Background: an optimization exercise with open tools, aiming at small area, a short achievable clock period and few clock cycles. Do not read the settings as production practice. Where RTL was checked, it was by simulation tests only, not by an equivalence proof against the original. For runs 1 and 2, only the layout was checked, not whether the RTL still works. No activity file was given, so power comes from the tool's default toggle rates.

<file path="flow/design.v">
package bms_pkg;
  localparam int NOTE_DEPTH = 256;
  localparam int NOTE_AW    = 8;
  localparam int POS_W      = 9;
  localparam int FREQ_W     = 16;
  localparam int NDIV_W     = 7;
  localparam int DM1_W      = 6;
  localparam int ENTRY_W    = FREQ_W + 1 + DM1_W;
  localparam int ELAPSED_W  = 24;
  localparam int REP_W      = 16;
  localparam int TEMPO_W    = 10;
  localparam int MLEN_W     = 9;
  localparam int CFG_W      = 24;
  localparam int WHOLE_W    = 18;
  localparam int LEN_W      = WHOLE_W + 1;
  localparam int ACC_W      = LEN_W + 16;
  localparam int NK         = 3;
  localparam int NNCH       = (WHOLE_W + NK - 1) / NK;
  localparam int NQ_W       = NNCH * NK;
  localparam int WK         = 2;
  localparam int WNCH       = (WHOLE_W + WK - 1) / WK;
  localparam int WQ_W       = WNCH * WK;
  localparam logic [31:0] WHOLE_NUM = 32'd240000;
  localparam logic [1:0] MODE_IDLE   = 2'd0;
  localparam logic [1:0] MODE_GAP    = 2'd1;
  localparam logic [1:0] MODE_BEEP   = 2'd2;
  localparam logic [1:0] MODE_MELODY = 2'd3;
endpackage
import bms_pkg::*;
module bms_notes (
  input  logic               clk,
  input  logic               we,
  input  logic [NOTE_AW-1:0] waddr,
  input  logic [ENTRY_W-1:0] wdata,
  input  logic [15:0]        rsel_hi,
  input  logic [15:0]        rsel_lo,
  output logic [ENTRY_W-1:0] rdata_lo,
  output logic [ENTRY_W-1:0] rdata_hi
);
  logic [ENTRY_W-1:0] mem [NOTE_DEPTH];
  logic [ENTRY_W-1:0] rd_lo, rd_hi;
  always_ff @(posedge clk) begin
    if (we) begin
      mem[waddr] <= wdata;
    end
  end
  always_comb begin
    logic [ENTRY_W-1:0] grp;
    rd_lo = '0;
    rd_hi = '0;
    for (int h = 0; h < 16; h++) begin
      grp = '0;
      for (int l = 0; l < 16; l++) begin
        grp = grp | (mem[16 * h + l] & {ENTRY_W{rsel_lo[l]}});
      end
      if (h < 8) rd_lo = rd_lo | (grp & {ENTRY_W{rsel_hi[h]}});
      else       rd_hi = rd_hi | (grp & {ENTRY_W{rsel_hi[h]}});
    end
  end
  always_ff @(posedge clk) begin
    rdata_lo <= rd_lo;
    rdata_hi <= rd_hi;
  end
endmodule
import bms_pkg::*;
module bms_div #(
  parameter int RW = 6,    
  parameter int QW = 18,   
  parameter int K  = 3
) (
  input  logic [(2**K)*(RW+K)-1:0] mult,   
  input  logic [RW-1:0]            r_in,
  input  logic [QW-1:0]            q_in,
  output logic [RW-1:0]            r_out,
  output logic [QW-1:0]            q_out,
  output logic [K-1:0]             digit
);
  logic [RW+K-1:0] trial;
  logic [RW+K:0]   diff [2**K];
  logic [2**K-1:0] ge;
  assign trial = {r_in, q_in[QW-1:QW-K]};
  always_comb begin
    for (int k = 0; k < 2**K; k++) begin
      diff[k] = {1'b0, trial} - {1'b0, mult[k*(RW+K) +: RW+K]};
      ge[k]   = !diff[k][RW+K];
    end
    digit = '0;
    r_out = trial[RW-1:0];
    for (int k = 1; k < 2**K; k++) begin
      if (ge[k]) begin
        digit = K'(k);
        r_out = diff[k][RW-1:0];
      end
    end
    q_out = {q_in[QW-K-1:0], digit};
  end
endmodule
import bms_pkg::*;
module bms_mul (
  input  logic [ACC_W-1:0] acc,
  input  logic [NK-1:0]    digit,
  input  logic             dotted,
  input  logic             last,
  output logic [ACC_W-1:0] acc_next
);
  function automatic logic [ACC_W-1:0] term(input logic [NK-1:0] c, input logic d,
                                            input logic l);
    term = ACC_W'(c) * ACC_W'(d ? 32'd88473 : 32'd58982);
    if (d && l && c[0]) term = term - ACC_W'(29491);
  endfunction
  logic [ACC_W-1:0] t;
  always_comb begin
    t = '0;
    for (int i = 0; i < 2**(NK+2); i++) begin
      if ({digit, dotted, last} == (NK+2)'(i)) t = term(NK'(i >> 2), i[1], i[0]);
    end
  end
  assign acc_next = (acc << NK) + t;
endmodule
import bms_pkg::*;
module beep_and_melody_sequencer (
  input  logic             clk,
  input  logic             rst,
  input  logic             s_tvalid,
  output logic             s_tready,
  input  logic [31:0]      s_tdata,    
  input  logic [2:0]       s_tuser,    
  output logic             m_tvalid,
  input  logic             m_tready,
  output logic [47:0]      m_tdata,    
  input  logic             cfg_we,
  input  logic [2:0]       cfg_index,
  input  logic [CFG_W-1:0] cfg_data
);
  localparam logic [2:0] E_IDLE  = 3'd0;
  localparam logic [2:0] E_WAITW = 3'd1;
  localparam logic [2:0] E_RD1   = 3'd2;
  localparam logic [2:0] E_RD2   = 3'd3;
  localparam logic [2:0] E_DIV   = 3'd4;
  localparam logic [2:0] E_ACC   = 3'd5;
  localparam logic [2:0] E_VALID = 3'd6;
  localparam int NSK_W  = $clog2(NNCH);
  localparam int NCNT_W = $clog2(NNCH + 1);
  localparam int WSK_W  = $clog2(WNCH);
  localparam int WCNT_W = $clog2(WNCH + 1);
  function automatic int whole_skip(input logic [TEMPO_W-1:0] tm1, input int k, input int qw,
                                    input int nch);
    logic [63:0] t;
    whole_skip = 0;
    t = 64'(tm1) + 64'd1;
    for (int m = 1; m < nch; m++) begin
      if ((t << (qw - k * m)) > 64'(WHOLE_NUM)) whole_skip = m;
    end
  endfunction
  function automatic logic [TEMPO_W-1:0] tempo_m1(input logic [TEMPO_W-1:0] t);
    if (t == '0) tempo_m1 = '0;
    else tempo_m1 = t - TEMPO_W'(1);
  endfunction
  localparam int WMW = TEMPO_W + WK;    
  localparam int NMW = DM1_W + NK;      
  logic [FREQ_W-1:0]    beep_frequency;
  logic [ELAPSED_W-1:0] beep_on_ms;
  logic [ELAPSED_W-1:0] beep_gap_ms;
  logic [REP_W-1:0]     beep_repeats;
  logic                 beep_initial_gap;
  logic [MLEN_W-1:0]    melody_length;
  logic [WHOLE_W-1:0]   whole_new;
  logic [NSK_W-1:0]     nsk_new;
  logic                 whole_ok;
  logic [TEMPO_W-1:0]   wt;        
  logic [WMW-1:0]       wt3;
  logic [(2**WK)*WMW-1:0] wmult;
  logic [TEMPO_W-1:0]   wr;
  logic [WQ_W-1:0]      wq;
  logic [WCNT_W-1:0]    wcnt;
  logic [TEMPO_W-1:0]   wst_r;
  logic [WQ_W-1:0]      wst_q;
  logic [WK-1:0]        wst_d;
  logic [TEMPO_W-1:0]   cfg_t;
  logic [WSK_W-1:0]     cfg_wsk;
  logic [1:0]           mode;
  logic [ELAPSED_W-1:0] cnt;
  logic [REP_W-1:0]     rl;
  logic [POS_W-1:0]     pos;
  logic                 tone;
  logic [FREQ_W-1:0]    tfreq;
  logic [LEN_W-1:0]     tlimit;
  logic [WHOLE_W-1:0]   whole_mel;
  logic [NSK_W-1:0]     nsk_mel;
  logic                 hit;
  logic                 rl_is1;
  logic                 m_end;
  logic [2:0]           est;
  logic                 nn_valid;
  logic [NOTE_AW-1:0]   ea;
  logic [15:0]          rsel_hi, rsel_lo;
  logic [ENTRY_W-1:0]   ent;
  logic [ENTRY_W-1:0]   rd_lo, rd_hi, rd_ent;
  logic [DM1_W:0]       rd_d;
  logic [NMW-1:0]       nd1, nd3, nd5, nd7;
  logic [(2**NK)*NMW-1:0] nmult;
  logic [DM1_W-1:0]     dr;
  logic [NQ_W-1:0]      dq;
  logic [NCNT_W-1:0]    dcnt;
  logic [DM1_W-1:0]     st_r;
  logic [NQ_W-1:0]      st_q;
  logic [NK-1:0]        st_d;
  logic [NK-1:0]        chunk;
  logic                 chunk_last;
  logic [ACC_W-1:0]     acc, acc_next;
  logic [LEN_W-1:0]     nn_wait;
  logic [LEN_W-1:0]     nn_limit;
  logic [FREQ_W-1:0]    nn_freq;
  logic                 s_rdy;
  logic                 ns_pend;
  logic                 pend_s;
  logic                 accept, complete, emit, o_free;
  logic [ELAPSED_W-1:0] inc, inc2, dec;
  logic [ELAPSED_W-1:0] thr;
  logic                 ge2;
  logic [MLEN_W-1:0]    eff_len, cfg_eff_len;
  logic [POS_W-1:0]     pos_inc;
  logic [1:0]           nx_mode;
  logic [ELAPSED_W-1:0] nx_cnt;
  logic [REP_W-1:0]     nx_rl;
  logic [POS_W-1:0]     nx_pos;
  logic                 nx_tone;
  logic [FREQ_W-1:0]    nx_tfreq;
  logic [LEN_W-1:0]     nx_tlimit;
  logic                 nx_hit, nx_rl_is1, nx_m_end;
  logic                 pend_set, consume, mel_start;
  logic [ENTRY_W-1:0]   wdata;
  logic [NDIV_W-1:0]    wdiv, wmag, weff;
  logic                 we, wr_hit;
  logic                 wq_v;
  logic [NOTE_AW-1:0]   wq_a;
  logic [ENTRY_W-1:0]   wq_d;
  assign s_tready = s_rdy;
  assign accept   = s_tvalid && s_rdy;
  assign complete = ns_pend && nn_valid;
  assign o_free   = !m_tvalid || m_tready;
  assign inc      = (cnt == '1) ? cnt : cnt + ELAPSED_W'(1);
  assign inc2     = (cnt >= ELAPSED_W'(24'hFFFFFE)) ? '1 : cnt + ELAPSED_W'(2);
  assign dec      = cnt - ELAPSED_W'(1);
  assign thr      = (mode == MODE_GAP) ? beep_gap_ms : beep_on_ms;
  assign ge2      = inc2 >= thr;
  assign pos_inc  = pos + POS_W'(1);
  assign eff_len  = (melody_length > MLEN_W'(NOTE_DEPTH)) ? MLEN_W'(NOTE_DEPTH) : melody_length;
  assign cfg_eff_len = (cfg_data[MLEN_W-1:0] > MLEN_W'(NOTE_DEPTH)) ? MLEN_W'(NOTE_DEPTH)
                                                                    : cfg_data[MLEN_W-1:0];
  assign nn_freq  = ent[ENTRY_W-1:DM1_W+1];
  assign nn_limit = acc[ACC_W-1:16];
  assign wdiv   = s_tdata[30:24];
  assign wmag   = wdiv[NDIV_W-1] ? NDIV_W'(-wdiv) : wdiv;
  assign weff   = (wdiv == '0) ? NDIV_W'(4) : wmag;
  assign wdata  = {s_tdata[23:8], wdiv[NDIV_W-1], DM1_W'(weff - NDIV_W'(1))};
  assign we     = accept && s_tuser == 3'd4;
  assign wr_hit = ((we && s_tdata[7:0] == ea) || (wq_v && wq_a == ea))
                  && est != E_IDLE && est != E_WAITW;
  always_ff @(posedge clk) begin
    if (rst) wq_v <= 1'b0;
    else     wq_v <= we;
    wq_a <= s_tdata[7:0];
    wq_d <= wdata;
  end
  bms_notes u_notes (
    .clk      (clk),
    .we       (wq_v),
    .waddr    (wq_a),
    .wdata    (wq_d),
    .rsel_hi  (rsel_hi),
    .rsel_lo  (rsel_lo),
    .rdata_lo (rd_lo),
    .rdata_hi (rd_hi)
  );
  assign rd_ent = rd_lo | rd_hi;
  assign rd_d   = (DM1_W+1)'(rd_ent[DM1_W-1:0]) + (DM1_W+1)'(1);
  assign nmult = {nd7, NMW'({nd3, 1'b0}), nd5, NMW'({nd1, 2'b0}), nd3, NMW'({nd1, 1'b0}),
                  nd1, NMW'(0)};
  assign wmult = {wt3, WMW'({wt, 1'b0}), WMW'(wt), WMW'(0)};
  bms_div #(.RW(DM1_W), .QW(NQ_W), .K(NK)) u_ndiv (
    .mult  (nmult),
    .r_in  (dr),
    .q_in  (dq),
    .r_out (st_r),
    .q_out (st_q),
    .digit (st_d)
  );
  bms_div #(.RW(TEMPO_W), .QW(WQ_W), .K(WK)) u_wdiv (
    .mult  (wmult),
    .r_in  (wr),
    .q_in  (wq),
    .r_out (wst_r),
    .q_out (wst_q),
    .digit (wst_d)
  );
  bms_mul u_mul (
    .acc      (acc),
    .digit    (chunk),
    .dotted   (ent[DM1_W]),
    .last     (chunk_last),
    .acc_next (acc_next)
  );
  always_comb begin
    nx_mode   = mode;
    nx_cnt    = cnt;
    nx_rl     = rl;
    nx_pos    = pos;
    nx_tone   = tone;
    nx_tfreq  = tfreq;
    nx_tlimit = tlimit;
    nx_hit    = hit;
    nx_rl_is1 = rl_is1;
    nx_m_end  = m_end;
    pend_set  = 1'b0;
    consume   = 1'b0;
    mel_start = 1'b0;
    if (complete) begin
      nx_tone   = 1'b1;
      nx_tfreq  = nn_freq;
      nx_tlimit = nn_limit;
      nx_cnt    = ELAPSED_W'(nn_wait);
      nx_hit    = 1'b0;
      consume   = 1'b1;
    end else if (accept) begin
      case (s_tuser)
        3'd0: begin
          case (mode)
            MODE_GAP: begin
              if (hit) begin
                nx_mode   = MODE_BEEP;
                nx_cnt    = '0;
                nx_tone   = 1'b1;
                nx_tfreq  = beep_frequency;
                nx_tlimit = '0;
                nx_hit    = beep_on_ms <= ELAPSED_W'(1);
              end else begin
                nx_cnt = inc;
                nx_hit = ge2;
              end
            end
            MODE_BEEP: begin
              if (hit) begin
                nx_tone   = 1'b0;
                nx_tfreq  = '0;
                nx_tlimit = '0;
                nx_rl     = rl - REP_W'(1);
                nx_rl_is1 = rl == REP_W'(2);
                if (!rl_is1) begin
                  nx_mode = MODE_GAP;
                  nx_cnt  = '0;
                  nx_hit  = beep_gap_ms <= ELAPSED_W'(1);
                end else begin
                  nx_mode = MODE_IDLE;
                  nx_hit  = 1'b0;
                end
              end else begin
                nx_cnt = inc;
                nx_hit = ge2;
              end
            end
            MODE_MELODY: begin
              if (hit) begin
                nx_tone   = 1'b0;
                nx_tfreq  = '0;
                nx_tlimit = '0;
                nx_pos    = pos_inc;
                nx_hit    = 1'b0;
                nx_m_end  = POS_W'(pos_inc + POS_W'(1)) >= eff_len;
                if (m_end) begin
                  nx_mode = MODE_IDLE;
                  nx_pos  = '0;
                end else if (nn_valid) begin
                  nx_tone   = 1'b1;
                  nx_tfreq  = nn_freq;
                  nx_tlimit = nn_limit;
                  nx_cnt    = ELAPSED_W'(nn_wait);
                  consume   = 1'b1;
                end else begin
                  pend_set = 1'b1;
                end
              end else begin
                nx_cnt = dec;
                nx_hit = cnt == ELAPSED_W'(2);
              end
            end
            default: ;
          endcase
        end
        3'd1: begin
          nx_rl     = (beep_repeats == '0) ? REP_W'(1) : beep_repeats;
          nx_rl_is1 = beep_repeats <= REP_W'(1);
          nx_cnt    = '0;
          nx_tlimit = '0;
          nx_pos    = '0;
          if (beep_initial_gap) begin
            nx_mode  = MODE_GAP;
            nx_tone  = 1'b0;
            nx_tfreq = '0;
            nx_hit   = beep_gap_ms <= ELAPSED_W'(1);
          end else begin
            nx_mode  = MODE_BEEP;
            nx_tone  = 1'b1;
            nx_tfreq = beep_frequency;
            nx_hit   = beep_on_ms <= ELAPSED_W'(1);
          end
        end
        3'd2: begin
          nx_tone   = 1'b0;
          nx_tfreq  = '0;
          nx_tlimit = '0;
          nx_pos    = '0;
          nx_hit    = 1'b0;
          nx_m_end  = melody_length <= MLEN_W'(1);
          if (melody_length == '0) begin
            nx_mode = MODE_IDLE;
          end else begin
            nx_mode   = MODE_MELODY;
            pend_set  = 1'b1;
            mel_start = 1'b1;
          end
        end
        3'd3: begin
          nx_tone   = 1'b0;
          nx_tfreq  = '0;
          nx_tlimit = '0;
          nx_mode   = MODE_IDLE;
          nx_pos    = '0;
          nx_hit    = 1'b0;
        end
        default: ;
      endcase
    end else if (cfg_we) begin
      if (cfg_index == 3'd1 && mode == MODE_BEEP) nx_hit = inc >= cfg_data;
      if (cfg_index == 3'd2 && mode == MODE_GAP)  nx_hit = inc >= cfg_data;
      if (cfg_index == 3'd6) nx_m_end = pos_inc >= cfg_eff_len;
    end
  end
  assign emit = complete || (accept && !pend_set);
  always_ff @(posedge clk) begin
    if (rst) begin
      beep_frequency   <= '0;
      beep_on_ms       <= '0;
      beep_gap_ms      <= '0;
      beep_repeats     <= REP_W'(1);
      beep_initial_gap <= 1'b0;
      melody_length    <= '0;
    end else if (cfg_we) begin
      case (cfg_index)
        3'd0: beep_frequency   <= cfg_data[FREQ_W-1:0];
        3'd1: beep_on_ms       <= cfg_data[ELAPSED_W-1:0];
        3'd2: beep_gap_ms      <= cfg_data[ELAPSED_W-1:0];
        3'd3: beep_repeats     <= cfg_data[REP_W-1:0];
        3'd4: beep_initial_gap <= cfg_data[0];
        3'd6: melody_length    <= cfg_data[MLEN_W-1:0];
        default: ;
      endcase
    end
  end
  always_ff @(posedge clk) begin
    if (rst) begin
      mode   <= MODE_IDLE;
      pos    <= '0;
      tone   <= 1'b0;
      tfreq  <= '0;
      tlimit <= '0;
      hit    <= 1'b0;
    end else begin
      mode   <= nx_mode;
      pos    <= nx_pos;
      tone   <= nx_tone;
      tfreq  <= nx_tfreq;
      tlimit <= nx_tlimit;
      hit    <= nx_hit;
    end
    cnt    <= nx_cnt;
    rl     <= nx_rl;
    rl_is1 <= nx_rl_is1;
    m_end  <= nx_m_end;
  end
  assign cfg_t   = (cfg_data[TEMPO_W-1:0] == '0) ? TEMPO_W'(1) : cfg_data[TEMPO_W-1:0];
  assign cfg_wsk = WSK_W'(whole_skip(tempo_m1(cfg_data[TEMPO_W-1:0]), WK, WQ_W, WNCH));
  always_ff @(posedge clk) begin
    if (rst) begin
      whole_ok  <= 1'b1;
      whole_new <= WHOLE_W'(WHOLE_NUM / 120);
      nsk_new   <= NSK_W'(whole_skip(TEMPO_W'(119), NK, NQ_W, NNCH));
      wcnt      <= '0;
    end else if (cfg_we && cfg_index == 3'd5) begin
      whole_ok <= 1'b0;
      nsk_new  <= NSK_W'(whole_skip(tempo_m1(cfg_data[TEMPO_W-1:0]), NK, NQ_W, NNCH));
      wt       <= cfg_t;
      wt3      <= WMW'(cfg_t) + WMW'({cfg_t, 1'b0});
      for (int m = 0; m < WNCH; m++) begin
        if (cfg_wsk == WSK_W'(m)) begin
          wr   <= TEMPO_W'(WHOLE_NUM >> (WQ_W - WK * m));
          wq   <= WQ_W'(WHOLE_NUM << (WK * m));
          wcnt <= WCNT_W'(WNCH - m);
        end
      end
    end else if (wcnt != '0) begin
      wr   <= wst_r;
      wq   <= wst_q;
      wcnt <= wcnt - WCNT_W'(1);
      if (wcnt == WCNT_W'(1)) begin
        whole_new <= WHOLE_W'(wst_q);
        whole_ok  <= 1'b1;
      end
    end
  end
  always_ff @(posedge clk) begin
    if (rst) begin
      est      <= E_IDLE;
      nn_valid <= 1'b0;
    end else if (mel_start) begin
      est      <= E_WAITW;
      nn_valid <= 1'b0;
      ea       <= '0;
      rsel_lo  <= 16'd1;
      rsel_hi  <= 16'd1;
    end else if (consume) begin
      est      <= E_RD1;
      nn_valid <= 1'b0;
      ea       <= ea + NOTE_AW'(1);
      rsel_lo  <= {rsel_lo[14:0], rsel_lo[15]};
      if (rsel_lo[15]) rsel_hi <= {rsel_hi[14:0], rsel_hi[15]};
    end else if (wr_hit) begin
      est      <= E_RD1;
      nn_valid <= 1'b0;
    end else begin
      case (est)
        E_WAITW: begin
          if (whole_ok) begin
            whole_mel <= whole_new;
            nsk_mel   <= nsk_new;
            est       <= E_RD2;
          end
        end
        E_RD1: est <= E_RD2;
        E_RD2: begin
          ent   <= rd_ent;
          nd1   <= NMW'(rd_d);
          nd3   <= NMW'(rd_d) * NMW'(3);
          nd5   <= NMW'(rd_d) * NMW'(5);
          nd7   <= NMW'(rd_d) * NMW'(7);
          dr    <= '0;
          dq    <= NQ_W'(whole_mel) << (NK * int'(nsk_mel));
          dcnt  <= NCNT_W'(NNCH - int'(nsk_mel));
          chunk <= '0;
          acc   <= '0;
          est   <= E_DIV;
        end
        E_DIV: begin
          dr         <= st_r;
          dq         <= st_q;
          chunk      <= st_d;
          chunk_last <= dcnt == NCNT_W'(1);
          acc        <= acc_next;
          dcnt       <= dcnt - NCNT_W'(1);
          if (dcnt == NCNT_W'(1)) est <= E_ACC;
        end
        E_ACC: begin
          acc      <= acc_next;
          nn_wait  <= LEN_W'(dq[WHOLE_W-1:0]) + (ent[DM1_W] ? LEN_W'(dq[WHOLE_W-1:1]) : '0);
          est      <= E_VALID;
          nn_valid <= 1'b1;
        end
        default: ;
      endcase
    end
  end
  always_ff @(posedge clk) begin
    if (rst) begin
      ns_pend  <= 1'b0;
      pend_s   <= 1'b0;
      m_tvalid <= 1'b0;
      s_rdy    <= 1'b1;
    end else begin
      if (pend_set) ns_pend <= 1'b1;
      else if (complete) ns_pend <= 1'b0;
      if (emit) begin
        if (o_free) m_tvalid <= 1'b1;
        else pend_s <= 1'b1;
      end else if (pend_s && o_free) begin
        m_tvalid <= 1'b1;
        pend_s   <= 1'b0;
      end else if (o_free) begin
        m_tvalid <= 1'b0;
      end
      s_rdy <= !(pend_set || (ns_pend && !complete)) && !((emit && !o_free) || (pend_s && !o_free));
    end
  end
  always_ff @(posedge clk) begin
    if (emit && o_free) begin
      m_tdata <= {1'b0, nx_pos, nx_mode, nx_tlimit, nx_tfreq, nx_tone};
    end else if (!emit && pend_s && o_free) begin
      m_tdata <= {1'b0, pos, mode, tlimit, tfreq, tone};
    end
  end
endmodule
</file>
<file path="flow/run.sh">
#!/bin/bash
# synth_recipe.tcl (not shown) runs the flow's synth.tcl, then flattens the netlist and writes it again
# the make line also repeats each setting of config.mk as NAME=value (left out here)
make -C /OpenROAD-flow-scripts/flow DESIGN_CONFIG=/design/flow/config.mk WORK_HOME=/design/flow/orfs CLKGATE_MAP_FILE= SYNTH_SCRIPT=/design/flow/synth_recipe.tcl finish
</file>
<file path="flow/config.mk">
export PLATFORM = sky130hd
export DESIGN_NAME = beep_and_melody_sequencer
export DESIGN_NICKNAME = beep_and_melody_sequencer
export VERILOG_FILES = /design/flow/design.v
export SDC_FILE = /design/flow/constraint.sdc
export NUM_CORES = 4
export LEC_CHECK = 0
export CAP_MARGIN = 20
export CORE_MARGIN = 2
export CORE_UTILIZATION = 35
export PLACE_DENSITY = 0.5
export SETUP_SLACK_MARGIN = 4.3
export SLEW_MARGIN = 20
export SYNTH_MEMORY_MAX_BITS = 8192
export TNS_END_PERCENT = 100
</file>
<file path="flow/constraint.sdc">
create_clock -name core_clock -period 8.0 [get_ports {clk}]
set_input_delay 1.6000 -clock core_clock [delete_from_list [all_inputs] [get_ports {clk}]]
set_output_delay 1.6000 -clock core_clock [all_outputs]
set_load 0.01 [all_outputs]
</file>
==> notes.md, run 1 <==
run status=timing/DRC/antenna clean; critical-path cell list=buf_4 -> nor2b_1 -> nand2_4 -> nor2_2; first-pass GRT wire length=1180 mm; Final period util=0.487; Die X=840 um; H-tree levels=6; Synth area leader=edfxtp_1; Post-DP Area=262000 sq um; Top FF cell, synth=edfxtp_1; Slew Limit Headroom=0.0853; Clock transition at path regs=60 ps; utilization after layout=0.413; WP data required=8720 ps; initial core utilization=0.351; Slew Viols, Final=0; GRT Util Overall=0.236; clock tree sinks=6466; Final WS setup=4100 ps; Die Y=840 um; clock buffer depth=4; Synth Warn #=7; Async S/R FF share, synth=0; fin nets=15300; Core ar.=698000 sq um; worst skew pair latency=1140 ps; max_cap viols=0; fmax=257 MHz; Setup Viol. Count Final=0; Seq/Total Area, Yosys=0.783; Synth cell types=99; delay of the slowest critical-path stage=1110 ps; CTS tree=built; WL met2=404 mm; slowest library cell on the worst path=nor2_2; Hold Path Class=reg -> reg; Met1 Routed Length=365 mm; Clock Root Buffer=clkbuf_16; Synth area leaders=edfxtp_1 76%, a22o_1 4.7%, a221oi_1 4.6%; register bit total from synthesis=6466; most frequent cells in the layout=6212 x edfxtp_1, 1305 x a22o_1, 1260 x a221oi_1; number of flops mapped to enable cells by yosys=6212; setup TNS=0 ps; Overflow after GRT=0; Final Skew=51.4 ps; pre-CTS setup slack=1900 ps; leak pwr=91.2 nW; CTS Buf Count=684; Mapped Nets=14600; DRC viols=0; Via density=5.97; final period demand of the worst path=3900 ps; Top Layer Used=met5; area of the mapped netlist=245000 sq um; Final Hold Violating Endpoints=0; layout cells sized above 1=0.149; average size of a mapped cell=17.1 sq um; most common cell after layout, fill and taps aside=edfxtp_1; I/O pin total=117; GP Congestion=0.814; Finished Cell Area=288000 sq um; PortBufs=114; die area=706000 sq um; largest net degree at the start of global routing=185; RSZ-0062 raised after global routing=true; CP Class=reg -> reg; Mapped Cells=14300; CP max FO=19; PwrDens=251 nW/um^2; antenna violations before repair=60; metal3 WL=72.3 mm; # rows=307; Data arrival, critical path=4620 ps; Pre-antenna DRT Iters=7; post-route ant nets=0; top cell type's share of synthesized area=0.762; Worst setup SP type=flop; Tightest Pin Transition=1360 ps; vias=148000; DRT iter0 DRCs=19300; IR drop worst, VDD=0.000254 V; DR WL/cell=34.8 um; vias in the first global route=142000; final wirelength=867 mm; Crit. End Element=flop; Power Total=72.3 mW; Detail Placement HPWL=469 mm; Layout area overhead=17.8%
-- cell usage after synthesis, drive strengths merged, types with 78 or more instances --
library cell / instances
inv: 179
ha: 246
buf: 209
nand2: 505
nand4: 442
a22o: 1312
o21ai: 254
dfxtp: 254
a22oi: 581
edfxtp: 6212
xnor2: 148
a221oi: 1285
nor2b: 81
nor3: 78
clkbuf: 702
nor2: 563
nand3: 165
a21oi: 312
-- kinds of logic (layout without fill, tap and decap cells) --
logic type,after synthesis,count (layout),share of synthesized area
DFF,6466,6466,0.783
AOI/OAI and AO/OA,4065,4068,0.133
and+or+nand+nor,2101,2176,0.0421
buffers and inverters,1097,2325,0.0169
adders and majority gates,265,265,0.0141
xor gates and xnor gates,212,212,0.00759
muxes,63,63,0.00304
other,1,41,0.0000153
-- worst paths after layout --
kind                              start  cells after the start  slack (ps)                            to
max                     wq_a[3]$_DFF_P_                      4        4100  u_notes.mem[24][9]$_DFFE_PP_
max reg2reg             wq_a[3]$_DFF_P_                      4        4100  u_notes.mem[24][9]$_DFFE_PP_
min reg2reg  whole_new[15]$_SDFFE_PP0P_                      0         430       whole_mel[15]$_DFFE_PP_
min          whole_new[15]$_SDFFE_PP0P_                      0         430       whole_mel[15]$_DFFE_PP_
-- through the flow --
step | std cells | hold slack, ps
after detailed placement | 23300 | 413
after global routing | 24900 | 444
final | 24900 | 428
after global placement | 23200 | 418
after floorplan | 14300 | 408
after CTS | 24800 | 432
-- power breakdown --
group / internal [mW] / switching [mW]
clock: 17.2 / 13.7
sequential: 37.7 / 0.403
combinational: 1.10 / 2.20
-- per-layer routing --
metal  GRT usage  up-vias
li1            -    61000
met1       0.331    79300
met2       0.381     7007
met3      0.0404     1109
met4      0.0603       14
met5           0        -
-- cell type report --
type | instances | area (sq um)
antenna | 40 | 100
clock buffer | 958 | 18700
clock inverter | 311 | 2950
fill | 62800 | 409000
inverter | 186 | 738
multi-input combinational | 6785 | 53100
sequential | 6466 | 192000
tap | 9270 | 11600
timing repair buffer | 870 | 9410
-- repair_timing --
| action | CTS | global route |
|---|---|---|
| hold buffers | 0 | 0 |
| setup buffers | 150 | 58 |
| gates resized for setup | 279 | 163 |
| pin swaps | 119 | 84 |
| cloned | 68 | 15 |
| hold endpoints to repair | 0 | 0 |
| endpoints found under the setup margin | 4388 | 696 |
-- worst max-delay path, delay by kind of cell (launching register included) --
family,cells,cell delay (ps)
buffers and inverters,1,340
DFF,1,320
and+or+nand+nor,3,2680
-- flip-flops by register name (all words and copies together) (netlist names), 19 cells and up --
register	count
m_tdata	47
u_notes.rdata_hi	23
beep_gap_ms	24
nn_wait	19
u_notes.mem	5888
tlimit	19
u_notes.rdata_lo	23
acc	35
beep_on_ms	24
cnt	24
wq_d	23
==> run 2: changes to the inputs <==
--- a/flow/config.mk
+++ b/flow/config.mk
@@ -8,6 +8,6 @@
 export CAP_MARGIN = 20
 export CORE_MARGIN = 2
-export CORE_UTILIZATION = 35
-export PLACE_DENSITY = 0.5
+export CORE_UTILIZATION = 55
+export PLACE_DENSITY = 0.65
 export SETUP_SLACK_MARGIN = 4.3
 export SLEW_MARGIN = 20
==> run 2 against run 1 <==
  * Largest cell class unchanged
  * Largest power group unchanged
  * Non-clock buffer count decreased by 61
  * Register-to-register slack got worse by 230 ps
  * Worst setup slack worse by 230 ps
  * Area after synthesis unchanged
  * Utilization grew 22 points
  * Critical endpoint is now u_notes.mem[46][22]$_DFFE_PP_
  * Synthesized cell count unchanged
  * Total power fell by 1.5%
  * Highest routed layer unchanged
  * Flip-flop and latch count stayed put
  * Clock skew grew 4.9 ps
  * Via count is 1.6% higher
  * Maximum frequency decreased by 5.6%
==> notes.md, run 2 <==
crit-path leading delay family=simple AND/OR/NAND/NOR gates; # rows=244 (-21%); Die X=671 um (-20%); hold path start=whole_new[11]$_SDFFE_PP0P_; R2R depth=3 (-1); CP max FO=23 (+4); Tightest Pin Transition=1290 ps (-66.8 ps); final period demand of the worst path=4130 ps (+230 ps); antenna violations before repair=45 (-25%); Pre-antenna DRT Iters=8 (+1); Crit. End Element=flop; Detail Placement HPWL=425 mm (-9.5%); Final Skew=56.2 ps (+4.86 ps); Die Y=671 um (-20%); CTS Buf Count=640 (-6.4%); register bit total from synthesis=6466 (unchanged); synth cell count leaders=6212 x edfxtp_1, 1312 x a22o_1, 1285 x a221oi_1; Reg-to-Reg End=u_notes.mem[46][22]$_DFFE_PP_; Layout area overhead=14.4%; leading cell type by number of instances after synthesis=edfxtp_1; Overflow after GRT=0 (unchanged); leak pwr=90.0 nW (-1.3%); Biggest register=u_notes.mem; Top FF cell, synth=edfxtp_1; PortBufs=114 (unchanged); Post-DP Area=256000 sq um (-2.2%); vias in the first global route=145000 (+2.3%); CP Class=reg -> reg; Data arrival, critical path=4800 ps (+180 ps); most frequent cells in the layout=6212 x edfxtp_1, 1307 x a22o_1, 1265 x a221oi_1; Worst setup SP type=flop; DRT iter0 DRCs=24800 (+28%); setup TNS=0 ps (unchanged); max_cap viols=0 (unchanged); layout cells sized above 1=0.141 (-0.00758); Mapped Nets=14600 (unchanged); Synth Warn #=7 (unchanged); PwrDens=254 nW/um^2 (+1.4%); Final Hold Violating Endpoints=0 (unchanged); number of flops mapped to enable cells by yosys=6212 (unchanged); hold path depth=0 (unchanged); Slew Viols, Final=0 (unchanged); IR drop worst, VDD=0.000251 V (-1.2%); delay of the slowest critical-path stage=1150 ps (+40 ps); Slew Limit Headroom=0.130 (+0.0450); Final period util=0.516 (+0.0288); Finished Cell Area=280000 sq um (-2.9%); crit path buf inv count=0 (-1); slowest library cell on the worst path=nor2_4; H-tree levels=6 (unchanged); fmax=242 MHz (-5.6%); worst hold margin=442 ps (+13.3 ps); Layout Cells excl Fill=21300 (-15%); Seq/Total Area, Yosys=0.783 (unchanged); Mapped Cells=14300 (unchanged); most common cell after layout, fill and taps aside=edfxtp_1; fin nets=15200 (-1.1%); pre-CTS setup slack=1950 ps (+48.8 ps); area of the mapped netlist=245000 sq um (unchanged); I/O pin total=117 (unchanged); DP Cell Count=19900 (-14%); largest net degree at the start of global routing=209 (+13%); Clock Root Buffer=clkbuf_16; initial core utilization=0.553 (+0.202); Synth area leader=edfxtp_1; Setup Viol. Count Final=0 (unchanged); clock tree sinks=6466 (unchanged); top cell type's share of synthesized area=0.762 (unchanged); R2R Setup Slk=3870 ps (-230 ps); DR WL/cell=37.0 um (+6.3%); Clock transition at path regs=60 ps (about the same); DRC viols=0 (unchanged); critical-path cell list=nor2b_1 -> nand2_2 -> nor2_4; average size of a mapped cell=17.1 sq um (unchanged); GRT Util Overall=0.340 (+0.104); Core ar.=442000 sq um (-37%); Synth area leaders=edfxtp_1 76%, a22o_1 4.7%, a221oi_1 4.6%; RR Startpoint=wq_a[5]$_DFF_P_; RSZ-0062 raised after global routing=true; first-pass GRT wire length=1090 mm (-7.7%); clock buffer depth=4 (unchanged); WP data required=8670 ps (-50 ps); CTS tree=built; Worst Hold Path EP=whole_mel[11]$_DFFE_PP_; Via density=7.09 (+19%); vias=151000 (+1.6%); Largest regs=u_notes.mem x5888, m_tdata x47, acc x35; final wirelength=788 mm (-9.2%); GP Congestion=0.889 (+9.2%); post-route ant nets=0 (unchanged); Synth cell types=99 (unchanged); worst skew pair latency=1090 ps (-50 ps); die area=450000 sq um (-36%); Hold Path Class=reg -> reg; Async S/R FF share, synth=0 (unchanged); Final WS setup=3870 ps (-230 ps); number of flip-flops in the largest register=5888 (unchanged); run status=timing/DRC/antenna clean; CTS Hold Bufs=0 (unchanged)
[run 2: cell types whose count changed in the layout (fill, tap and decap cells not counted), sizes merged]
cell,change
clkdlybuf4s15,-1
clkdlybuf4s50,+8
diode,-17
clkbuf,-141
dlymetal6s2s,+1
dlygate4sd2,-9
clkinvlp,+6
clkinv,-13
bufinv,+31
inv,+6
a21oi,-1
bufbuf,+4
nor2,-63
buf,-62
[run 2: layout make-up]
| type | instances | area (sq um) |
|---|---|---|
| fillers | 30400 | 162000 |
| clock buffers | 819 | 17200 |
| well taps | 5904 | 7390 |
| repair buffers | 809 | 7950 |
| flip-flops and latches | 6466 | 192000 |
| multi-input cells | 6721 | 51400 |
| inverters | 186 | 728 |
| diodes | 23 | 57.6 |
| clock inverters | 341 | 3460 |
[run 2: timing repair]
action / CTS / global route
resized for setup: 212 / 147
gates cloned: 10 / 11
pin swaps: 55 / 88
buffers inserted: 82 / 69
setup endpoints to repair: 984 / 885
[run 2: per-layer routing]
layer,track usage,vias to the layer above,wire (um)
li1,-,60500,-
met1,0.466,77400,286000
met2,0.529,11400,361000
met3,0.0855,1587,106000
met4,0.129,12,33900
met5,0,-,60
[run 2: kinds of logic after synthesis]
| kind of cell | count (synthesis) | share of synthesized area |
|---|---|---|
| flops | 6466 | 0.783 |
| compound gates | 4065 | 0.133 |
| simple gates | 2101 | 0.0421 |
| buf+inv | 1097 | 0.0169 |
| fa+ha+maj | 265 | 0.0141 |
| xor+xnor | 212 | 0.00759 |
| mux | 63 | 0.00304 |
| other cells | 1 | 0.0000153 |
[run 2: worst max-delay path by stage]
stage | start | to | slack [ps] | cells after the start
after global placement | cfg_data[1] | wq[11]$_DFFE_PP_ | 1950 | 14
final | wq_a[5]$_DFF_P_ | u_notes.mem[46][22]$_DFFE_PP_ | 3870 | 3
after detailed placement | cfg_data[1] | wq[11]$_DFFE_PP_ | 1950 | 14
after floorplan | cfg_data[1] | wq[11]$_DFFE_PP_ | 3320 | 13
after global routing | wq_a[5]$_DFF_P_ | u_notes.mem[34][5]$_DFFE_PP_ | 3980 | 3
after CTS | wq_a[5]$_DFF_P_ | u_notes.mem[41][2]$_DFFE_PP_ | 4200 | 3
[run 2: metrics by stage]
stage	util	total power, mW
detailed placement	0.579	41.8
finish	0.633	71.2
global route	0.633	72.9
floorplan	-	40.7
CTS	0.629	71.1
global placement	0.578	41.6
[run 2: report_power, final]
group / switching (mW) / total, mW / internal (mW)
registers: 0.415 / 38.1 / 37.7
logic: 2.15 / 3.26 / 1.11
clock network: 12.8 / 29.8 / 17.0
==> run 3: changes to the inputs <==
--- a/flow/design.v
+++ b/flow/design.v
@@ -30,6 +30,6 @@
 module bms_notes (
   input  logic               clk,
-  input  logic               we,
-  input  logic [NOTE_AW-1:0] waddr,
+  input  logic [15:0]        wsel_hi,
+  input  logic [15:0]        wsel_lo,
   input  logic [ENTRY_W-1:0] wdata,
   input  logic [15:0]        rsel_hi,
@@ -41,6 +41,8 @@
   logic [ENTRY_W-1:0] rd_lo, rd_hi;
   always_ff @(posedge clk) begin
-    if (we) begin
-      mem[waddr] <= wdata;
+    for (int h = 0; h < 16; h++) begin
+      for (int l = 0; l < 16; l++) begin
+        if (wsel_hi[h] && wsel_lo[l]) mem[16 * h + l] <= wdata;
+      end
     end
   end
@@ -133,11 +135,12 @@
   input  logic [CFG_W-1:0] cfg_data
 );
-  localparam logic [2:0] E_IDLE  = 3'd0;
-  localparam logic [2:0] E_WAITW = 3'd1;
-  localparam logic [2:0] E_RD1   = 3'd2;
-  localparam logic [2:0] E_RD2   = 3'd3;
-  localparam logic [2:0] E_DIV   = 3'd4;
-  localparam logic [2:0] E_ACC   = 3'd5;
-  localparam logic [2:0] E_VALID = 3'd6;
+  localparam logic [2:0] E_IDLE   = 3'd0;
+  localparam logic [2:0] E_WAITW1 = 3'd1;
+  localparam logic [2:0] E_WAITW  = 3'd2;
+  localparam logic [2:0] E_RD1    = 3'd3;
+  localparam logic [2:0] E_RD2    = 3'd4;
+  localparam logic [2:0] E_DIV    = 3'd5;
+  localparam logic [2:0] E_ACC    = 3'd6;
+  localparam logic [2:0] E_VALID  = 3'd7;
   localparam int NSK_W  = $clog2(NNCH);
   localparam int NCNT_W = $clog2(NNCH + 1);
@@ -233,6 +236,5 @@
   logic [NDIV_W-1:0]    wdiv, wmag, weff;
   logic                 we, wr_hit;
-  logic                 wq_v;
-  logic [NOTE_AW-1:0]   wq_a;
+  logic [15:0]          wq_hi, wq_lo;    
   logic [ENTRY_W-1:0]   wq_d;
   assign s_tready = s_rdy;
@@ -256,16 +258,17 @@
   assign wdata  = {s_tdata[23:8], wdiv[NDIV_W-1], DM1_W'(weff - NDIV_W'(1))};
   assign we     = accept && s_tuser == 3'd4;
-  assign wr_hit = ((we && s_tdata[7:0] == ea) || (wq_v && wq_a == ea))
-                  && est != E_IDLE && est != E_WAITW;
+  assign wr_hit = ((we && s_tdata[7:0] == ea) || ((wq_hi & rsel_hi) != '0 && (wq_lo & rsel_lo) != '0))
+                  && est != E_IDLE && est != E_WAITW1 && est != E_WAITW;
   always_ff @(posedge clk) begin
-    if (rst) wq_v <= 1'b0;
-    else     wq_v <= we;
-    wq_a <= s_tdata[7:0];
+    for (int i = 0; i < 16; i++) begin
+      wq_hi[i] <= s_tdata[7:4] == 4'(i);
+      wq_lo[i] <= we && !rst && s_tdata[3:0] == 4'(i);
+    end
     wq_d <= wdata;
   end
   bms_notes u_notes (
     .clk      (clk),
-    .we       (wq_v),
-    .waddr    (wq_a),
+    .wsel_hi  (wq_hi),
+    .wsel_lo  (wq_lo),
     .wdata    (wq_d),
     .rsel_hi  (rsel_hi),
@@ -514,5 +517,5 @@
       nn_valid <= 1'b0;
     end else if (mel_start) begin
-      est      <= E_WAITW;
+      est      <= E_WAITW1;
       nn_valid <= 1'b0;
       ea       <= '0;
@@ -530,9 +533,20 @@
     end else begin
       case (est)
+        E_WAITW1: est <= E_WAITW;
         E_WAITW: begin
           if (whole_ok) begin
             whole_mel <= whole_new;
             nsk_mel   <= nsk_new;
-            est       <= E_RD2;
+            ent       <= rd_ent;
+            nd1       <= NMW'(rd_d);
+            nd3       <= NMW'(rd_d) * NMW'(3);
+            nd5       <= NMW'(rd_d) * NMW'(5);
+            nd7       <= NMW'(rd_d) * NMW'(7);
+            dr        <= '0;
+            dq        <= NQ_W'(whole_new) << (NK * int'(nsk_new));
+            dcnt      <= NCNT_W'(NNCH - int'(nsk_new));
+            chunk     <= '0;
+            acc       <= '0;
+            est       <= E_DIV;
           end
         end
==> flow/flow/run.sh (new file) <==
#!/bin/bash
# The standard layout, except that the port buffers are sky130_fd_sc_hd__buf_4 cells
# rather than the delay-cell buffers buffer_ports picks by default.
set -euo pipefail
export BUFFER_PORTS_ARGS="-buffer_cell sky130_fd_sc_hd__buf_4"
bash standard.sh > standard.log 2>&1
==> flow/standard.sh (new file) <==
#!/bin/bash
# synth_recipe.tcl (not shown) runs the flow's synth.tcl, then flattens the netlist and writes it again
# the make line also repeats each setting of config.mk as NAME=value (left out here)
make -C /OpenROAD-flow-scripts/flow DESIGN_CONFIG=/design/flow/config.mk WORK_HOME=/design/flow/orfs CLKGATE_MAP_FILE= SYNTH_SCRIPT=/design/flow/synth_recipe.tcl "${@:-finish}"
--- a/flow/config.mk
+++ b/flow/config.mk
@@ -8,7 +8,7 @@
 export CAP_MARGIN = 20
 export CORE_MARGIN = 2
-export CORE_UTILIZATION = 55
-export PLACE_DENSITY = 0.65
-export SETUP_SLACK_MARGIN = 4.3
+export CORE_UTILIZATION = 35
+export PLACE_DENSITY = 0.5
+export SETUP_SLACK_MARGIN = 4.7
 export SLEW_MARGIN = 20
 export SYNTH_MEMORY_MAX_BITS = 8192
removed: flow/run.sh
==> run 3 against run 2 <==
  * Now fails the layout checks on antenna violations
  * Critical path depth increased by 5
  * Register-to-register slack improved by 290 ps
  * Clock-buffer cell count up 94
  * Die area increased by 58%
  * Global-route usage shrank 9.9 points
  * Critical path type unchanged
  * Largest power group unchanged
==> notes.md, run 3 <==
RSZ-0062 raised after global routing=true; DR WL/cell=36.2 um (-2.2%); Clock Root Buffer=clkbuf_16; final wirelength=922 mm (+17%); Layout Check Fails=antenna violations; setup TNS=0 ps (unchanged); Slew Limit Headroom=0.182 (+0.0514); Seq/Total Area, Yosys=0.779 (-0.00466); Slew Viols, Final=0 (unchanged); Data arrival, critical path=4440 ps (-360 ps); number of flops mapped to enable cells by yosys=6212 (unchanged); Reg power frac=0.532 (-0.003); crit path buf inv count=2 (+2); clock tree sinks=6489 (+0.36%); CP Class=reg -> reg; Synth cell types=94 (-5.1%); Die X=844 um (+26%); GRT Util Overall=0.241 (-0.0992); synth cell count leaders=6212 x edfxtp_1, 1321 x a22o_1, 1300 x a221oi_1; clock buffer depth=4 (unchanged); worst skew pair latency=1140 ps (+50 ps); CP max FO=16 (-30%); fmax=261 MHz (+7.7%); Setup Viol. Count Final=0 (unchanged); slowest library cell on the worst path=nand4_1; max_cap viols=0 (unchanged); most common cell after layout, fill and taps aside=edfxtp_1; post-route ant nets=1 (+1); I/O pin total=117 (unchanged); fin nets=15700 (+3.9%); Crit. End Element=flop; most frequent cells in the layout=6212 x edfxtp_1, 1300 x a22o_1, 1172 x a221oi_1; delay of the slowest critical-path stage=820 ps (-330 ps); average size of a mapped cell=17.1 sq um (-0.17%); Hold Path Class=reg -> reg; Clk pwr share=0.432 (+0.013); area occupied by multi-input gates=53400 sq um (+3.9%); worst hold margin=456 ps (+14.3 ps); Worst setup SP type=flop; Synth Warn #=8 (+1); first-pass GRT wire length=1210 mm (+11%); Clock transition at path regs=60 ps (about the same); CTS Buf Count=676 (+5.6%); PwrDens=243 nW/um^2 (-4.5%); Biggest register=u_notes.mem; leading cell type by number of instances after synthesis=edfxtp_1; Reg area=192000 sq um (+0.27%); initial core utilization=0.351 (-0.202); Power Total=71.4 mW (+0.35%); Synth area leader=edfxtp_1; DRC viols=0 (unchanged); run status=failed layout checks; Tightest Pin Transition=1230 ps (-63.5 ps); internal power=55.6 mW (-0.30%); Pre-antenna DRT Iters=6 (-2); CTS tree=built; layout cells sized above 1=0.172 (+0.0309); top cell type's share of synthesized area=0.756 (-0.00635); vias=155000 (+2.5%); Final Hold Violating Endpoints=0 (unchanged); register bit total from synthesis=6489 (+0.36%); number of flip-flops in the largest register=5888 (unchanged); Layout area overhead=19.2%; Final period util=0.479 (-0.0368); vias in the first global route=144000 (-0.68%); IR drop worst, VDD=0.000237 V (-5.9%); Largest regs=u_notes.mem x5888, m_tdata x47, acc x35; crit-path leading delay family=simple AND/OR/NAND/NOR gates; Overflow after GRT=0 (unchanged); largest net degree at the start of global routing=148 (-29%); Psw=15.8 mW (+2.7%); H-tree levels=6 (unchanged); final period demand of the worst path=3830 ps (-294 ps); leak pwr=95.5 nW (+6.0%); # fillers=62900 (+110%); die area=712000 sq um (+58%); Via density=6.08 (-14%); area of the mapped netlist=247000 sq um (+0.84%); Async S/R FF share, synth=0 (unchanged); Detail Placement HPWL=474 mm (+11%); Comb pwr share=0.036 (-0.010); Synth area leaders=edfxtp_1 76%, a22o_1 4.7%, a221oi_1 4.6%; Die Y=844 um (+26%); WP data required=8610 ps (-60 ps); Mapped Cells=14400 (+1.0%); Core ar.=703000 sq um (+59%); # rows=308 (+26%); critical-path cell list=buf_6 -> buf_16 -> a22o_4 -> a221oi_4 -> nand4_1 -> a22o_1 -> a221oi_4 -> nand4_1; antenna violations before repair=93 (+110%); DRT iter0 DRCs=23100 (-6.6%); Sw Share=0.221 (+0.00508); PortBufs=114 (unchanged); Mapped Nets=14800 (+1.0%); GP Congestion=0.826 (-7.2%); Top FF cell, synth=edfxtp_1; Final Skew=86.0 ps (+29.7 ps)
## run 3: cell types whose count changed after synthesis, moves of 25 or more
cell and delta:
clkbuf_1 -39, nor2_1 -221, nor2b_1 -33, a21oi_1 -25
nor3_1 +26, mux2i_1 +29, o21ai_0 +33, buf_1 +31
and2_1 +280
## run 3: cells by family (layout without fill, tap and decap cells)
kind of cell	Yosys count	after routing	share of synthesized area
mux	98	98	0.00437
simple gates	2153	2156	0.0452
buf+inv	1098	2641	0.0173
other cells	1	193	0.0000152
flops	6489	6489	0.779
compound gates	4101	4103	0.133
xor+xnor	204	204	0.00724
fa+ha+maj	270	270	0.0143
## run 3: worst paths after layout
check | from | end | slack [ps] | cells past startpoint
max reg2reg | rsel_lo[15]$_SDFFCE_PP0P_ | u_notes.rdata_lo[19]$_DFF_P_ | 4170 | 8
max | rsel_lo[15]$_SDFFCE_PP0P_ | u_notes.rdata_lo[19]$_DFF_P_ | 4170 | 8
min reg2reg | beep_frequency[1]$_SDFFE_PP0P_ | beep_frequency[1]$_SDFFE_PP0P_ | 460 | 2
min | beep_frequency[1]$_SDFFE_PP0P_ | beep_frequency[1]$_SDFFE_PP0P_ | 460 | 2
## run 3: metal layers
metal | routed length (um) | part of all wire | global-route usage
met1 | 380000 | 0.41 | 0.344
met2 | 421000 | 0.46 | 0.381
met3 | 90200 | 0.098 | 0.0399
met4 | 30200 | 0.033 | 0.0661
met5 | 141 | 0.00015 | 0
## run 3: timing repair
action	in CTS	in global routing
gates cloned	48	57
endpoints found under the setup margin	398	296
buffers inserted	255	189
pin swaps	165	217
hold buffers	0	0
gates resized for setup	543	396
## run 3: power groups by stage
stage / Combinational [mW] / Clock, mW / Sequential, mW
final: 2.54 / 30.9 / 38.0
after global routing: 2.76 / 32.5 / 38.0
after CTS: 2.42 / 31.2 / 38.0
after detailed placement: 2.31 / 0 / 38.7
after global placement: 2.27 / 0 / 38.7
after floorplan: 1.18 / 0 / 38.9
## run 3: final cells by class
type / instances / share of cell area
Tap cell: 9300 / 0.0396
Timing Repair Buffer: 1237 / 0.0485
Antenna cell: 192 / 0.00163
Clock inverter: 319 / 0.0108
Sequential cell: 6489 / 0.654
Inverter: 172 / 0.00246
Clock buffer: 913 / 0.0621
Multi-Input combinational cell: 6832 / 0.181
## run 3: worst reg2reg max path: cells and delay by family (launching register included)
kind                   cells  cell delay [ps]
AND/OR/NAND/NOR            2             1300
buffers and inverters      2              350
flip-flops                 1              420
AO/OA/AOI/OAI              4             1300
## run 3: metrics by stage
step | cells | worst slack [ps] | util | cell area [sq um]
after global routing | 25300 | 4290 | 0.418 | 294000
after global placement | 23500 | 2550 | 0.372 | 261000
after floorplan | 14400 | 3340 | - | 247000
after CTS | 25000 | 4480 | 0.411 | 289000
after detailed placement | 23500 | 2570 | 0.372 | 261000
final | 25500 | 4170 | 0.419 | 294000
Testbench counts of run 3, summed over its fixed seeds: cycles 12,582.
==> run 4: changes to the inputs <==
==> flow/run.sh (new file) <==
#!/bin/bash
# synth_recipe.tcl (not shown) runs the flow's synth.tcl, then flattens the netlist and writes it again
# the make line also repeats each setting of config.mk as NAME=value (left out here)
make -C /OpenROAD-flow-scripts/flow DESIGN_CONFIG=/design/flow/config.mk WORK_HOME=/design/flow/orfs CLKGATE_MAP_FILE= SYNTH_SCRIPT=/design/flow/synth_recipe.tcl finish
--- a/flow/config.mk
+++ b/flow/config.mk
@@ -10,5 +10,5 @@
 export CORE_UTILIZATION = 35
 export PLACE_DENSITY = 0.5
-export SETUP_SLACK_MARGIN = 4.7
+export SETUP_SLACK_MARGIN = 4.3
 export SLEW_MARGIN = 20
 export SYNTH_MEMORY_MAX_BITS = 8192
removed: flow/flow/run.sh
removed: flow/standard.sh
==> run 4 against run 3 <==
  * Still fails the layout checks on antenna violations
  * Cell area decreased by 2.6%
  * Flip-flop and latch count unchanged
  * Sequential share of layout area increased by 1.8 points
  * Non-clock buffer count decreased by 394
  * Die area unchanged
==> notes.md, run 4 <==
most common cell after layout, fill and taps aside=edfxtp_1; run status=failed layout checks; DRC viols=0 (unchanged); Data arrival, critical path=4570 ps (+130 ps); DRT iter0 DRCs=19600 (-15%); Synth Warn #=8 (unchanged); largest net degree at the start of global routing=207 (+40%); delay of the slowest critical-path stage=660 ps (-160 ps); Biggest register=u_notes.mem; Layout Cells excl Fill=25000 (-1.7%); PortBufs=114 (unchanged); clock tree sinks=6489 (unchanged); critical-path cell list=buf_12 -> buf_4 -> buf_4 -> a221oi_1 -> nand4_1 -> a22oi_2 -> nand4_1; area of the mapped netlist=247000 sq um (unchanged); number of flip-flops in the largest register=5888 (unchanged); Die Y=844 um (unchanged); Mapped Nets=14800 (unchanged); IR drop worst, VDD=0.000243 V (+2.7%); max_cap viols=0 (unchanged); Final WS setup=4180 ps (+13.2 ps); Largest regs=u_notes.mem x5888, m_tdata x47, acc x35; Post-DP Area=261000 sq um (unchanged); CTS Buf Count=685 (+1.3%); layout cells sized above 1=0.133 (-0.0388); final period demand of the worst path=3820 ps (-13.2 ps); Synth cell types=94 (unchanged); Core ar.=703000 sq um (unchanged); # rows=308 (unchanged); CP max FO=60 (+44); clock buffer depth=4 (unchanged); Finished Cell Area=286000 sq um (-2.6%); Hold Path Class=reg -> reg; PwrDens=251 nW/um^2 (+3.4%); fmax=262 MHz (+0.35%); crit-path leading delay family=compound AO/OA/AOI/OAI gates; Setup Viol. Count Final=0 (unchanged); register bit total from synthesis=6489 (unchanged); initial core utilization=0.351 (unchanged); Clock Root Buffer=clkbuf_16; Layout area overhead=16.1%; pre-CTS setup slack=2050 ps (-520 ps); leading cell type by number of instances after synthesis=edfxtp_1; crit path buf inv count=3 (+1); Tightest Pin Transition=1200 ps (-26.0 ps); Power Total=71.9 mW (+0.63%); Crit. End Element=flop; slowest library cell on the worst path=nand4_1; antenna violations before repair=68 (-27%); H-tree levels=6 (unchanged); worst skew pair latency=1150 ps (about the same); Detail Placement HPWL=479 mm (+0.99%); Final period util=0.478 (-0.00165); Overflow after GRT=0 (unchanged); DP Cell Count=23500 (-0.094%); CP Class=reg -> reg; Seq/Total Area, Yosys=0.779 (unchanged); most frequent cells in the layout=6212 x edfxtp_1, 1317 x a22o_1, 1279 x a221oi_1; Slew Limit Headroom=0.199 (+0.0173); Worst setup SP type=flop; GP Congestion=0.833 (+0.86%); I/O pin total=117 (unchanged); WP data required=8750 ps (+140 ps); final wirelength=874 mm (-5.2%); utilization after layout=0.407 (-0.0110); first-pass GRT wire length=1180 mm (-2.4%); Async S/R FF share, synth=0 (unchanged); CTS Hold Bufs=0 (unchanged); top cell type's share of synthesized area=0.756 (unchanged); GRT Util Overall=0.234 (-0.00700); Slew Viols, Final=0 (unchanged); DR WL/cell=34.9 um (-3.6%); synth cell count leaders=6212 x edfxtp_1, 1321 x a22o_1, 1300 x a221oi_1; RSZ-0062 raised after global routing=true; Layout Check Fails=antenna violations; number of flops mapped to enable cells by yosys=6212 (unchanged); vias in the first global route=143000 (-0.37%); setup TNS=0 ps (unchanged); fin nets=15400 (-2.5%); Die X=844 um (unchanged); leak pwr=91.8 nW (-3.8%); average size of a mapped cell=17.1 sq um (unchanged); Final Hold Violating Endpoints=0 (unchanged); Top FF cell, synth=edfxtp_1; post-route ant nets=2 (+1); CTS tree=built; die area=712000 sq um (unchanged); Synth area leaders=edfxtp_1 76%, a22o_1 4.7%, a221oi_1 4.6%; worst hold margin=456 ps (-0.386 ps); Clock transition at path regs=60 ps (about the same); Via density=5.98 (-1.7%); Synth area leader=edfxtp_1; vias=150000 (-3.3%); Pre-antenna DRT Iters=6 (unchanged); Final Skew=71.1 ps (-14.9 ps); Mapped Cells=14400 (unchanged)
-- run 4: cell counts after synthesis --
Identical to the previous run, type by type.
-- run 4: report_power, final --
group	leakage, nW	total (mW)	switching, mW	internal [mW]
Sequential	58.1	38.0	0.333	37.7
Clock	10.7	31.4	13.7	17.7
Combinational	23.0	2.50	1.77	0.733
Total	91.8	71.9	15.8	56.1
-- run 4: cell type report --
class	count	area, sq um
fillers	63600	416000
multi-input cells	6828	51600
clock inverters	341	3170
well taps	9300	11600
diodes	146	365
flip-flops and latches	6489	192000
inverters	172	696
repair buffers	843	8060
clock buffers	908	18700
-- run 4: cells by family after synthesis --
group,share of synthesized area
xor gates and xnor gates,0.00724
DFF,0.779
adders and majority gates,0.0143
buffers and inverters,0.0173
and+or+nand+nor,0.0452
AOI/OAI and AO/OA,0.133
muxes,0.00437
other,0.0000152
-- run 4: path summary, 6_finish.rpt --
check	startpoint	endpoint	slack, ps	cells after the start
max	rsel_lo[10]$_SDFFCE_PP0P_	u_notes.rdata_hi[0]$_DFF_P_	4180	7
min reg2reg	beep_on_ms[0]$_SDFFE_PP0P_	beep_on_ms[0]$_SDFFE_PP0P_	460	2
max reg2reg	rsel_lo[10]$_SDFFCE_PP0P_	u_notes.rdata_hi[0]$_DFF_P_	4180	7
min	beep_on_ms[0]$_SDFFE_PP0P_	beep_on_ms[0]$_SDFFE_PP0P_	460	2
-- run 4: per-layer routing --
layer  part of all wire  vias up  global-route usage  routed length, um
met1               0.41    79800               0.323             362000
met5            0.00011        -                   0                 96
met4              0.031       16              0.0706              27500
met2               0.47     7130               0.381             412000
li1                   -    61400                   -                  -
met3              0.082     1180              0.0369              71600
-- run 4: repair_timing --
action	in CTS	in global routing
pin swaps	45	52
gates resized for setup	167	162
endpoints found under the setup margin	309	257
buffers inserted	78	85
cloned	1	11
-- run 4: worst min-delay path, delay by kind of cell (launching register included) --
family | cells | cell delay (ps)
AO/OA/AOI/OAI | 1 | 50
flip-flops | 1 | 310
AND/OR/NAND/NOR | 1 | 50

==> separate check: timing with driven ports <==
How much do the figures lean on ideal ports? The routed layouts below were timed once more, with nothing changed but the port constraints. Step 1 (the two cells are an assumption about what drives the block):
set clk [get_ports {clk}]
set_driving_cell -lib_cell sky130_fd_sc_hd__clkbuf_16 $clk
set_driving_cell -lib_cell sky130_fd_sc_hd__buf_2 [delete_from_list [all_inputs] $clk]
Step 2 also shifts input and output timing later by t, the mid clock arrival at the registers, as if the neighbouring blocks saw the same clock. Slacks: ideal ports / drivers / drivers and shift; pairs: ideal ports / drivers.
| run | t, ns | slack for setup (ns) | hold WS [ns] | cell pins on the clock port's net |
|---|---|---|---|---|
| run 1 | 1.245 | 4.101 / 4.101 / 3.107 | 0.428 / 0.428 / 0.428 | 1 |
| run 2 | 1.181 | 3.871 / 3.871 / 3.154 | 0.442 / 0.442 / 0.442 | 1 |
| run 3 | 1.244 | 4.165 / 4.165 / 3.341 | 0.456 / 0.442 / 0.456 | 1 |
| run 4 | 1.237 | 4.178 / 4.178 / 3.173 | 0.456 / 0.456 / 0.456 | 1 |
For run 4, which loses most, drivers alone change the setup slack by 0.000 ns; drivers and shift together by -1.005 ns.
